From an optimization exercise on the open Yosys and OpenROAD flow, aimed at a short achievable clock period and few clock cycles; shortcuts taken in it are not production practice. The RTL was checked by simulation tests, not by an equivalence proof against the original design.

==> design.v <==
`default_nettype none
`timescale 1ns/1ps
module insn_buffer (
    input  logic        clock,
    input  logic        reset,
    input  logic        push,
    input  logic [31:0] push_inst,
    input  logic        pop,
    output logic [31:0] head_inst,
    output logic        empty,
    output logic        full
);
    localparam int PTR_W = $clog2(4);
    localparam int CNT_W = $clog2(4 + 1);
    logic [31:0]      mem [0:4-1];
    logic [PTR_W-1:0] head;
    logic [PTR_W-1:0] tail;
    logic [CNT_W-1:0] count;
    assign empty     = (count == '0);
    assign full      = (count == CNT_W'(4));
    assign head_inst = mem[head];
    always_ff @(posedge clock) begin
        if (push) begin
            mem[tail] <= push_inst;
        end
    end
    always_ff @(posedge clock) begin
        if (reset) begin
            head  <= '0;
            tail  <= '0;
            count <= '0;
        end else begin
            if (push) begin
                tail <= tail + 1'b1;
            end
            if (pop) begin
                head <= head + 1'b1;
            end
            count <= count + CNT_W'(push) - CNT_W'(pop);
        end
    end
endmodule
`default_nettype wire
`default_nettype none
`timescale 1ns/1ps
module dispatch (
    input  logic [31:0]               head_inst,
    input  logic                      buffer_empty,
    input  logic                      rs_free,
    input  logic                      rob_free,
    output logic                      dispatch_fire,
    output logic [2:0]                dp_alu_op,
    output logic [5-1:0] dp_rd,
    output logic                      dp_has_dest,
    output logic [5-1:0] dp_rs1,
    output logic [5-1:0] dp_rs2,
    output logic                      dp_uses_rs2,
    output logic [32-1:0]      dp_imm
);
    logic [6:0]                funct7;
    logic [5-1:0] rs2;
    logic [5-1:0] rs1;
    logic [2:0]                funct3;
    logic [5-1:0] rd;
    logic [6:0]                opcode;
    logic [11:0]               imm12;
    logic [2:0] op;
    logic       f3_ok;
    logic       is_op;
    logic       is_op_imm;
    logic       sub_form;
    logic       known;
    assign {funct7, rs2, rs1, funct3, rd, opcode} = head_inst;
    assign imm12 = head_inst[31:20];
    assign dispatch_fire = !buffer_empty && rs_free && rob_free;
    always_comb begin
        f3_ok = 1'b1;
        case (funct3)
            3'b000: op = 3'd0;
            3'b010: op = 3'd5;
            3'b100: op = 3'd4;
            3'b110: op = 3'd3;
            3'b111: op = 3'd2;
            default: begin
                op    = 3'd0;
                f3_ok = 1'b0;
            end
        endcase
        is_op     = (opcode == 7'b0110011);
        is_op_imm = (opcode == 7'b0010011);
        sub_form  = is_op && (funct7 == 7'h20) && (funct3 == 3'b000);
        if (sub_form) begin
            op = 3'd1;
        end
        known = f3_ok && (is_op_imm || (is_op && (funct7 == 7'h00 || sub_form)));
    end
    assign dp_alu_op   = op;
    assign dp_rd       = rd;
    assign dp_has_dest = known && (rd != '0);
    assign dp_rs1      = known ? rs1 : '0;
    assign dp_rs2      = rs2;
    assign dp_uses_rs2 = known && is_op;
    assign dp_imm      = {{(32 - 12){imm12[11]}}, imm12};
endmodule
`default_nettype wire
`default_nettype none
`timescale 1ns/1ps
module map_table (
    input  logic                      clock,
    input  logic                      reset,
    input  logic                      dispatch_fire,
    input  logic [5-1:0] dp_rd,
    input  logic                      dp_has_dest,
    input  logic [5-1:0] dp_rs1,
    input  logic [5-1:0] dp_rs2,
    input  logic [3-1:0] rob_tail_tag,
    input  logic                      retire_valid,
    input  logic [3-1:0] retire_tag,
    input  logic [5-1:0] retire_rd,
    input  logic                      retire_has_dest,
    input  logic [32-1:0]      retire_value,
    output logic                      rs1_busy,
    output logic                      rs2_busy,
    output logic [3-1:0] rs1_tag,
    output logic [3-1:0] rs2_tag,
    output logic [32-1:0]      rs1_value,
    output logic [32-1:0]      rs2_value
);
    localparam int NREG = 1 << 5;
    logic [NREG-1:0]           busy;
    logic [3-1:0] tag  [0:NREG-1];
    logic [32-1:0]      regs [0:NREG-1];
    logic rename;
    assign rename = dispatch_fire && dp_has_dest;
    assign rs1_busy  = busy[dp_rs1];
    assign rs2_busy  = busy[dp_rs2];
    assign rs1_tag   = tag[dp_rs1];
    assign rs2_tag   = tag[dp_rs2];
    assign rs1_value = (dp_rs1 == '0) ? '0 : regs[dp_rs1];
    assign rs2_value = (dp_rs2 == '0) ? '0 : regs[dp_rs2];
    always_ff @(posedge clock) begin
        if (reset) begin
            busy <= '0;
            for (int i = 0; i < NREG; i++) begin
                regs[i] <= '0;
            end
        end else begin
            if (retire_valid && retire_has_dest) begin
                regs[retire_rd] <= retire_value;
                if (tag[retire_rd] == retire_tag) begin
                    busy[retire_rd] <= 1'b0;
                end
            end
            if (rename) begin
                busy[dp_rd] <= 1'b1;
            end
        end
    end
    always_ff @(posedge clock) begin
        if (rename) begin
            tag[dp_rd] <= rob_tail_tag;
        end
    end
endmodule
`default_nettype wire
`default_nettype none
`timescale 1ns/1ps
module rs (
    input  logic                      clock,
    input  logic                      reset,
    input  logic                      dispatch_fire,
    input  logic [2:0]                dp_alu_op,
    input  logic                      dp_uses_rs2,
    input  logic [32-1:0]      dp_imm,
    input  logic [3-1:0] rob_tail_tag,
    input  logic                      rs1_busy,
    input  logic [3-1:0] rs1_tag,
    input  logic [32-1:0]      rs1_value,
    input  logic                      rs2_busy,
    input  logic [3-1:0] rs2_tag,
    input  logic [32-1:0]      rs2_value,
    input  logic                      rob1_done,
    input  logic [32-1:0]      rob1_value,
    input  logic                      rob2_done,
    input  logic [32-1:0]      rob2_value,
    input  logic                      cdb_valid,
    input  logic [3-1:0] cdb_tag,
    input  logic [32-1:0]      cdb_value,
    output logic                      rs_free,
    output logic                      issue_valid,
    output logic [2:0]                issue_alu_op,
    output logic [32-1:0]      issue_op1,
    output logic [32-1:0]      issue_op2,
    output logic [3-1:0] issue_tag
);
    localparam int N = 4;
    logic [N-1:0]              valid;
    logic [2:0]                op    [0:N-1];
    logic [N-1:0]              src1_ready;
    logic [3-1:0] src1_tag   [0:N-1];
    logic [32-1:0]      src1_value [0:N-1];
    logic [N-1:0]              src2_ready;
    logic [3-1:0] src2_tag   [0:N-1];
    logic [32-1:0]      src2_value [0:N-1];
    logic [3-1:0] dest  [0:N-1];
    logic [N-1:0]              older [0:N-1];
    logic [N-1:0] ready;
    logic [N-1:0] grant;
    logic [N-1:0] free_sel;
    logic                 new1_ready;
    logic [32-1:0] new1_value;
    logic                 new2_ready;
    logic [32-1:0] new2_value;
    always_comb begin
        new1_ready = 1'b1;
        new1_value = rs1_value;
        if (rs1_busy) begin
            if (cdb_valid && cdb_tag == rs1_tag) begin
                new1_value = cdb_value;
            end else if (rob1_done) begin
                new1_value = rob1_value;
            end else begin
                new1_ready = 1'b0;
            end
        end
        new2_ready = 1'b1;
        new2_value = rs2_value;
        if (rs2_busy) begin
            if (cdb_valid && cdb_tag == rs2_tag) begin
                new2_value = cdb_value;
            end else if (rob2_done) begin
                new2_value = rob2_value;
            end else begin
                new2_ready = 1'b0;
            end
        end
        if (!dp_uses_rs2) begin
            new2_ready = 1'b1;
            new2_value = dp_imm;
        end
    end
    always_comb begin
        free_sel = '0;
        for (int i = N - 1; i >= 0; i--) begin
            if (!valid[i]) begin
                free_sel    = '0;
                free_sel[i] = 1'b1;
            end
        end
    end
    assign rs_free = !(&valid);
    always_comb begin
        for (int i = 0; i < N; i++) begin
            ready[i] = valid[i] && src1_ready[i] && src2_ready[i];
        end
        for (int i = 0; i < N; i++) begin
            grant[i] = ready[i];
            for (int j = 0; j < N; j++) begin
                if (j != i && ready[j] && older[j][i]) begin
                    grant[i] = 1'b0;
                end
            end
        end
    end
    always_comb begin
        issue_valid  = 1'b0;
        issue_alu_op = '0;
        issue_op1    = '0;
        issue_op2    = '0;
        issue_tag    = '0;
        for (int i = 0; i < N; i++) begin
            if (grant[i]) begin
                issue_valid  = 1'b1;
                issue_alu_op = op[i];
                issue_op1    = src1_value[i];
                issue_op2    = src2_value[i];
                issue_tag    = dest[i];
            end
        end
    end
    always_ff @(posedge clock) begin
        if (reset) begin
            valid <= '0;
        end else begin
            valid <= (valid & ~grant) | (dispatch_fire ? free_sel : '0);
        end
    end
    always_ff @(posedge clock) begin
        for (int i = 0; i < N; i++) begin
            if (dispatch_fire && free_sel[i]) begin
                op[i]         <= dp_alu_op;
                src1_ready[i] <= new1_ready;
                src1_tag[i]   <= rs1_tag;
                src1_value[i] <= new1_value;
                src2_ready[i] <= new2_ready;
                src2_tag[i]   <= rs2_tag;
                src2_value[i] <= new2_value;
                dest[i]       <= rob_tail_tag;
                older[i]      <= '0;
            end else begin
                if (cdb_valid && !src1_ready[i] && src1_tag[i] == cdb_tag) begin
                    src1_ready[i] <= 1'b1;
                    src1_value[i] <= cdb_value;
                end
                if (cdb_valid && !src2_ready[i] && src2_tag[i] == cdb_tag) begin
                    src2_ready[i] <= 1'b1;
                    src2_value[i] <= cdb_value;
                end
                if (dispatch_fire) begin
                    older[i] <= older[i] | free_sel;
                end
            end
        end
    end
endmodule
`default_nettype wire
`default_nettype none
`timescale 1ns/1ps
module alu_fu (
    input  logic                      clock,
    input  logic                      reset,
    input  logic                      issue_valid,
    input  logic [2:0]                issue_alu_op,
    input  logic [32-1:0]      issue_op1,
    input  logic [32-1:0]      issue_op2,
    input  logic [3-1:0] issue_tag,
    output logic                      cdb_valid,
    output logic [3-1:0] cdb_tag,
    output logic [32-1:0]      cdb_value
);
    logic [32-1:0] result;
    always_comb begin
        case (issue_alu_op)
            3'd0: result = issue_op1 + issue_op2;
            3'd1: result = issue_op1 - issue_op2;
            3'd2: result = issue_op1 & issue_op2;
            3'd3:  result = issue_op1 | issue_op2;
            3'd4: result = issue_op1 ^ issue_op2;
            3'd5: result = {{(32 - 1){1'b0}}, $signed(issue_op1) < $signed(issue_op2)};
            default:      result = '0;
        endcase
    end
    always_ff @(posedge clock) begin
        if (reset) begin
            cdb_valid <= 1'b0;
        end else begin
            cdb_valid <= issue_valid;
        end
        cdb_tag   <= issue_tag;
        cdb_value <= result;
    end
endmodule
`default_nettype wire
`default_nettype none
`timescale 1ns/1ps
module rob (
    input  logic                      clock,
    input  logic                      reset,
    input  logic                      dispatch_fire,
    input  logic [5-1:0] dp_rd,
    input  logic                      dp_has_dest,
    input  logic                      cdb_valid,
    input  logic [3-1:0] cdb_tag,
    input  logic [32-1:0]      cdb_value,
    input  logic [3-1:0] lookup1_tag,
    input  logic [3-1:0] lookup2_tag,
    output logic                      rob1_done,
    output logic [32-1:0]      rob1_value,
    output logic                      rob2_done,
    output logic [32-1:0]      rob2_value,
    output logic                      rob_free,
    output logic [3-1:0] tail_tag,
    output logic                      retire_valid,
    output logic [3-1:0] retire_tag,
    output logic [5-1:0] retire_rd,
    output logic                      retire_has_dest,
    output logic [32-1:0]      retire_value
);
    localparam int D     = 8;
    localparam int CNT_W = $clog2(D + 1);
    logic [3-1:0] head;
    logic [3-1:0] tail;
    logic [CNT_W-1:0]          count;
    logic [D-1:0]              done;
    logic [5-1:0] rd    [0:D-1];
    logic [D-1:0]              has_dest;
    logic [32-1:0]      value [0:D-1];
    logic retire_fire;
    assign retire_fire = (count != '0) && done[head];
    assign rob_free    = (count != CNT_W'(D));
    assign tail_tag    = tail;
    assign rob1_done  = done[lookup1_tag];
    assign rob1_value = value[lookup1_tag];
    assign rob2_done  = done[lookup2_tag];
    assign rob2_value = value[lookup2_tag];
    assign retire_valid    = retire_fire;
    assign retire_tag      = head;
    assign retire_rd       = rd[head];
    assign retire_has_dest = has_dest[head];
    assign retire_value    = value[head];
    always_ff @(posedge clock) begin
        if (reset) begin
            head  <= '0;
            tail  <= '0;
            count <= '0;
            done  <= '0;
        end else begin
            if (dispatch_fire) begin
                tail       <= tail + 1'b1;
                done[tail] <= 1'b0;
            end
            if (cdb_valid) begin
                done[cdb_tag] <= 1'b1;
            end
            if (retire_fire) begin
                head <= head + 1'b1;
            end
            count <= count + CNT_W'(dispatch_fire) - CNT_W'(retire_fire);
        end
    end
    always_ff @(posedge clock) begin
        if (dispatch_fire) begin
            rd[tail]       <= dp_rd;
            has_dest[tail] <= dp_has_dest;
        end
        if (cdb_valid) begin
            value[cdb_tag] <= cdb_value;
        end
    end
endmodule
`default_nettype wire
`default_nettype none
`timescale 1ns/1ps
module ooo_core (
    input  logic                      clock,
    input  logic                      reset,
    input  logic                      inst_valid,
    input  logic [31:0]               inst,
    output logic                      inst_ready,
    output logic                      commit_valid,
    output logic                      commit_wr_en,
    output logic [5-1:0] commit_wr_idx,
    output logic [32-1:0]      commit_wr_data
);
    logic [31:0] head_inst;
    logic        ib_empty;
    logic        ib_full;
    logic                      dispatch_fire;
    logic [2:0]                dp_alu_op;
    logic [5-1:0] dp_rd;
    logic                      dp_has_dest;
    logic [5-1:0] dp_rs1;
    logic [5-1:0] dp_rs2;
    logic                      dp_uses_rs2;
    logic [32-1:0]      dp_imm;
    logic                      rs_free;
    logic                      rob_free;
    logic [3-1:0] rob_tail_tag;
    logic                      rs1_busy;
    logic                      rs2_busy;
    logic [3-1:0] rs1_tag;
    logic [3-1:0] rs2_tag;
    logic [32-1:0]      rs1_value;
    logic [32-1:0]      rs2_value;
    logic                 rob1_done;
    logic                 rob2_done;
    logic [32-1:0] rob1_value;
    logic [32-1:0] rob2_value;
    logic                      issue_valid;
    logic [2:0]                issue_alu_op;
    logic [32-1:0]      issue_op1;
    logic [32-1:0]      issue_op2;
    logic [3-1:0] issue_tag;
    logic                      cdb_valid;
    logic [3-1:0] cdb_tag;
    logic [32-1:0]      cdb_value;
    logic                      retire_valid;
    logic [3-1:0] retire_tag;
    logic [5-1:0] retire_rd;
    logic                      retire_has_dest;
    logic [32-1:0]      retire_value;
    assign inst_ready = !ib_full;
    insn_buffer u_insn_buffer (
        .clock     (clock),
        .reset     (reset),
        .push      (inst_valid && inst_ready),
        .push_inst (inst),
        .pop       (dispatch_fire),
        .head_inst (head_inst),
        .empty     (ib_empty),
        .full      (ib_full)
    );
    dispatch u_dispatch (
        .head_inst     (head_inst),
        .buffer_empty  (ib_empty),
        .rs_free       (rs_free),
        .rob_free      (rob_free),
        .dispatch_fire (dispatch_fire),
        .dp_alu_op     (dp_alu_op),
        .dp_rd         (dp_rd),
        .dp_has_dest   (dp_has_dest),
        .dp_rs1        (dp_rs1),
        .dp_rs2        (dp_rs2),
        .dp_uses_rs2   (dp_uses_rs2),
        .dp_imm        (dp_imm)
    );
    map_table u_map_table (
        .clock           (clock),
        .reset           (reset),
        .dispatch_fire   (dispatch_fire),
        .dp_rd           (dp_rd),
        .dp_has_dest     (dp_has_dest),
        .dp_rs1          (dp_rs1),
        .dp_rs2          (dp_rs2),
        .rob_tail_tag    (rob_tail_tag),
        .retire_valid    (retire_valid),
        .retire_tag      (retire_tag),
        .retire_rd       (retire_rd),
        .retire_has_dest (retire_has_dest),
        .retire_value    (retire_value),
        .rs1_busy        (rs1_busy),
        .rs2_busy        (rs2_busy),
        .rs1_tag         (rs1_tag),
        .rs2_tag         (rs2_tag),
        .rs1_value       (rs1_value),
        .rs2_value       (rs2_value)
    );
    rs u_rs (
        .clock         (clock),
        .reset         (reset),
        .dispatch_fire (dispatch_fire),
        .dp_alu_op     (dp_alu_op),
        .dp_uses_rs2   (dp_uses_rs2),
        .dp_imm        (dp_imm),
        .rob_tail_tag  (rob_tail_tag),
        .rs1_busy      (rs1_busy),
        .rs1_tag       (rs1_tag),
        .rs1_value     (rs1_value),
        .rs2_busy      (rs2_busy),
        .rs2_tag       (rs2_tag),
        .rs2_value     (rs2_value),
        .rob1_done     (rob1_done),
        .rob1_value    (rob1_value),
        .rob2_done     (rob2_done),
        .rob2_value    (rob2_value),
        .cdb_valid     (cdb_valid),
        .cdb_tag       (cdb_tag),
        .cdb_value     (cdb_value),
        .rs_free       (rs_free),
        .issue_valid   (issue_valid),
        .issue_alu_op  (issue_alu_op),
        .issue_op1     (issue_op1),
        .issue_op2     (issue_op2),
        .issue_tag     (issue_tag)
    );
    alu_fu u_alu_fu (
        .clock        (clock),
        .reset        (reset),
        .issue_valid  (issue_valid),
        .issue_alu_op (issue_alu_op),
        .issue_op1    (issue_op1),
        .issue_op2    (issue_op2),
        .issue_tag    (issue_tag),
        .cdb_valid    (cdb_valid),
        .cdb_tag      (cdb_tag),
        .cdb_value    (cdb_value)
    );
    rob u_rob (
        .clock           (clock),
        .reset           (reset),
        .dispatch_fire   (dispatch_fire),
        .dp_rd           (dp_rd),
        .dp_has_dest     (dp_has_dest),
        .cdb_valid       (cdb_valid),
        .cdb_tag         (cdb_tag),
        .cdb_value       (cdb_value),
        .lookup1_tag     (rs1_tag),
        .lookup2_tag     (rs2_tag),
        .rob1_done       (rob1_done),
        .rob1_value      (rob1_value),
        .rob2_done       (rob2_done),
        .rob2_value      (rob2_value),
        .rob_free        (rob_free),
        .tail_tag        (rob_tail_tag),
        .retire_valid    (retire_valid),
        .retire_tag      (retire_tag),
        .retire_rd       (retire_rd),
        .retire_has_dest (retire_has_dest),
        .retire_value    (retire_value)
    );
    assign commit_valid   = retire_valid;
    assign commit_wr_en   = retire_valid && retire_has_dest;
    assign commit_wr_idx  = retire_rd;
    assign commit_wr_data = retire_value;
endmodule
`default_nettype wire
==> run.sh <==
#!/bin/bash
# synth_recipe.tcl (not shown) runs the flow's synth.tcl, then flattens the netlist and writes it again
# the make line also repeats each setting of config.mk as NAME=value (left out here)
make -C /OpenROAD-flow-scripts/flow DESIGN_CONFIG=/design/flow/config.mk WORK_HOME=/design/flow/orfs CLKGATE_MAP_FILE= SYNTH_SCRIPT=/design/flow/synth_recipe.tcl finish
==> config.mk <==
export PLATFORM = sky130hd
export DESIGN_NAME = ooo_core
export DESIGN_NICKNAME = ooo_core
export VERILOG_FILES = /design/flow/design.v
export SDC_FILE = /design/flow/constraint.sdc
export NUM_CORES = 4
export LEC_CHECK = 0
export CAP_MARGIN = 20
export CORE_MARGIN = 2
export CORE_UTILIZATION = 40
export SLEW_MARGIN = 20
==> constraint.sdc <==
create_clock -name core_clock -period 7.0 [get_ports {clock}]
set_input_delay 1.4000 -clock core_clock [delete_from_list [all_inputs] [get_ports {clock}]]
set_output_delay 1.4000 -clock core_clock [all_outputs]
set_load 0.01 [all_outputs]
==> results.toml <==
[synthesis]
async_flop_share_pct = 0
ys_warn_count = 13
ys.flop_type = "edfxtp_1"
syn_area_per_cell_sq_um = 11.54
netlist.area_leader.share_pct = 53.32
ys_top_cells_by_area = "edfxtp_1 53%, mux4_2 7.6%, nor2_1 5.6%, mux2i_1 4.4%, nand2_1 3.2%"
synth_cell_type_count = 94
synth_edf_count = 1864
postSynthCellCount = 9094
synth_area_sq_um = 105000
syn-num-nets = 9265
ys_seq_area_share_pct = 55.49
yosysTopAreaCell = "edfxtp_1"
synth-seq-cells = 1978

[final_layout]
fin_nets = 9057
area_growth_pct = 11.41
finalInstanceArea_sq_um = 117000
drive_gt1_share_pct = 15.83
fill_cells = 23670

[route]
wl_mm = 396.0
via_per_inst = 6.491
antenna_left = 0
drt_first_pass_iters = 8
avgRoutedWirePerCell_um = 31.50
drc_errors = 0
vias = 81610
drtIter0Drc = 12540

[power_and_ir_drop]
p_comb_share_pct = 47.8
powerDensity_nw_per_um2 = 429.8
clock_power_share_pct = 21.4
leakage_nw = 40.61
ir_drop_v = 0.0006141
switching_power_mw = 21.71
seq_power_share_pct = 30.7
p_int_mw = 28.56
p_sw_share_pct = 43.18
power_mw = 50.27

[worst_setup_path]
arrival_ns = 7.21
critPathMaxFanout = 17
crit_type = "reg -> reg"
cp.required_ns = 7.71
start_kind = "register"
endpoint_kind = "register"

[cts]
cts.htree.levels = 4
clk_latency_ns = 0.88
cts.path.max_buffers = 3
numCtsBuffers = 208
path_clk_slew_ns = 0.06
cts_tree = "yes"
postCtsSetupRepairBufs = 0
cts_resized = 0
clkSinkCount = 1978
hold_buffers = 0
cts-root-buf = "clkbuf_16"

[floorplan]
die-area_sq_um = 266600
start_util_pct = 40.10
fp.dieW_um = 516.3
coreArea_sq_um = 261800
ios = 75
rows = 188
die_y_um = 516.3

[worst_hold_path]
hp-class = "reg -> reg"

[timing]
final-hold-violation-count = 0
worst_pin_slew_ns = 1.172
slew_violations = 0
fin_tns_setup_ns = 0
min_period_ns = 6.495
fin_ws_ns = 0.5051
fin_crit_sh_pct = 92.78
skew_ns = 0.05065
relSlewSlack_pct = 21.85
max_freq_mhz = 154.0
finalSetupViolations = 0
rsz0062_at_grt = "false"

[flow_run]
drv_cap = 0

[global_route]
grt-ovfl-total = 0
grt_pass1_wl_mm = 562.8
grt_pass1_vias = 79050
grtUsageTotal_pct = 29.01
antenna_found_initial = 19
grt_max_degree = 125

[status]
status = "complete, no violations"

[placement]
gp_congestion = 0.9427
place.detailed.hpwl_mm = 243.9
placed_cell_area_sq_um = 110500
port_buffers = 74
dp_slack_ns = 0.5914
[kinds of logic after synthesis]
logic type	count (synthesis)	synth area share [%]
and+or+nand+nor	3010	11.90
DFF	1978	55.49
AOI/OAI and AO/OA	1850	11.91
muxes	1078	14.79
buffers and inverters	983	3.768
adders and majority gates	136	1.649
xor gates and xnor gates	59	0.4922
[final cells by class]
type | instances | area (sq um) | area share (%)
well taps | 3515 | 4398 | 3.760
diodes | 6 | 15.01 | 0.01284
flip-flops and latches | 1978 | 58270 | 49.82
multi-input cells | 6133 | 43690 | 37.35
repair buffers | 394 | 3491 | 2.984
inverters | 171 | 641.9 | 0.5488
clock buffers | 291 | 5826 | 4.981
clock inverters | 84 | 638.1 | 0.5455
[metrics by stage]
stage	instances	util [%]	hold WS, ns
floorplan	9094	-	0.4178
global placement	12190	42.19	0.4279
detailed placement	12190	42.20	0.4430
CTS	12570	44.66	0.4550
global route	12570	44.67	0.4806
finish	12570	44.68	0.4480
[path summary, 6_finish.rpt]
kind,startpoint,to,cells past startpoint,slack [ns]
max,u_rs.valid[0],u_alu_fu.cdb_value[0],23,0.51
min,u_rs.dest[3][2],u_alu_fu.cdb_tag[2],2,0.45
max reg2reg,u_rs.valid[0],u_alu_fu.cdb_value[0],23,0.51
min reg2reg,u_rs.dest[3][2],u_alu_fu.cdb_tag[2],2,0.45
[routing by layer]
metal	track usage, %	vias to the layer above	share of wire, %
met2	44.04	5906	44
met4	13.71	14	5.3
met1	37.86	40680	37
li1	-	33690	-
met5	0	-	0.020
met3	8.840	1318	13
[registers in the layout, summed over array words and instances (netlist names), 32 cells and up, named ones only]
name / flops
u_alu_fu.cdb_value: 32
u_insn_buffer.mem: 128
u_map_table.busy: 32
u_map_table.regs: 1024
u_map_table.tag: 96
u_rob.rd: 40
u_rob.value: 256
u_rs.src1_value: 128
u_rs.src2_value: 128
[cells in the final DEF (no fill, tap or decap), types with 25 or more instances in the layout]
| cell | count |
|---|---|
| a211oi_1 | 133 |
| a21o_1 | 83 |
| a21oi_1 | 302 |
| a221oi_1 | 151 |
| a22oi_1 | 118 |
| a311oi_1 | 25 |
| a31oi_1 | 155 |
| a32oi_1 | 26 |
| and3_1 | 54 |
| buf_12 | 28 |
| buf_4 | 293 |
| clkbuf_1 | 60 |
| clkbuf_16 | 215 |
| clkdlybuf4s50_1 | 73 |
| clkinv_1 | 35 |
| clkinv_2 | 32 |
| dfxtp_1 | 109 |
| edfxtp_1 | 1864 |
| ha_1 | 132 |
| inv_1 | 163 |
| mux2_2 | 256 |
| mux2i_1 | 431 |
| mux2i_4 | 34 |
| mux4_2 | 348 |
| nand2_1 | 871 |
| nand2b_2 | 32 |
| nand3_1 | 166 |
| nor2_1 | 1557 |
| nor2b_1 | 60 |
| nor3_1 | 65 |
| o211ai_1 | 49 |
| o21ai_0 | 355 |
| o221ai_1 | 64 |
| o22ai_1 | 143 |
| or3_1 | 35 |
| xnor2_1 | 38 |
[Yosys cell counts, types with 84 or more instances]
cell / number
clkbuf_1: 598
ha_1: 132
a211oi_1: 133
a22oi_1: 118
nand2_1: 894
inv_1: 167
dfxtp_1: 114
nand3_1: 168
mux2i_1: 465
nor2_1: 1569
o21ai_0: 357
buf_2: 96
a31oi_1: 155
mux2_2: 258
a21o_1: 84
o22ai_1: 143
a21oi_1: 304
a221oi_1: 151
edfxtp_1: 1864
mux4_2: 352
[critical path: stages (launching register included)]
cell and delay (ns):
dfxtp_1 0.40, and3_1 0.28, a22oi_1 0.12, and3_2 0.27
nor2_4 0.34, buf_4 0.34, a22oi_1 0.10, a211oi_1 0.25
a21o_1 0.25, ha_1 0.31, inv_1 0.16, a21oi_1 0.13
or2_2 0.29, a221oi_1 0.50, nand3_1 0.20, nor3b_1 0.21
o41ai_1 0.32, buf_4 0.19, a21boi_0 0.12, or4_1 0.46
a31oi_1 0.38, nand4b_1 0.17, a41oi_1 0.41, o22ai_1 0.14
[power groups by stage]
stage | combinational [mW] | sequential [mW] | clock (mW)
after floorplan | 14.9 | 15.4 | 0
after global placement | 23.0 | 15.6 | 0
final | 24.1 | 15.4 | 10.8
after CTS | 23.3 | 15.4 | 10.8
after detailed placement | 23.2 | 15.7 | 0
after global routing | 25.2 | 15.5 | 11.3
Testbench counts, summed over its fixed seeds: cycles 11,098.

[static timing again, ports no longer ideal]
The flow's constraints put no driver on any port. The routed layout listed below was extracted and timed again, unchanged, in two steps. Step 1 (the two cells are an assumption about what drives the block):
set clk [get_ports {clock}]
set_driving_cell -lib_cell sky130_fd_sc_hd__clkbuf_16 $clk
set_driving_cell -lib_cell sky130_fd_sc_hd__buf_2 [delete_from_list [all_inputs] $clk]
Step 2 moves the port delays by t, midway between the first and last clock arrival at a register: inputs arrive t later, outputs are due t later. That takes back most of the time a late clock gives input paths. Three values: ideal ports, drivers, drivers and shift; two values: the first two.
t, ns: 0.952
slack for setup (ns): 0.505 / 0.505 / 0.505
hold slack, ns: 0.448 / 0.448 / 0.448
worst register clock-pin slew, ns: 0.07 / 0.07
cell pins on the clock port's net: 1
After both steps this run still meets setup and hold. For this run, drivers alone change the setup slack by 0.000 ns; drivers and shift together by 0.000 ns.
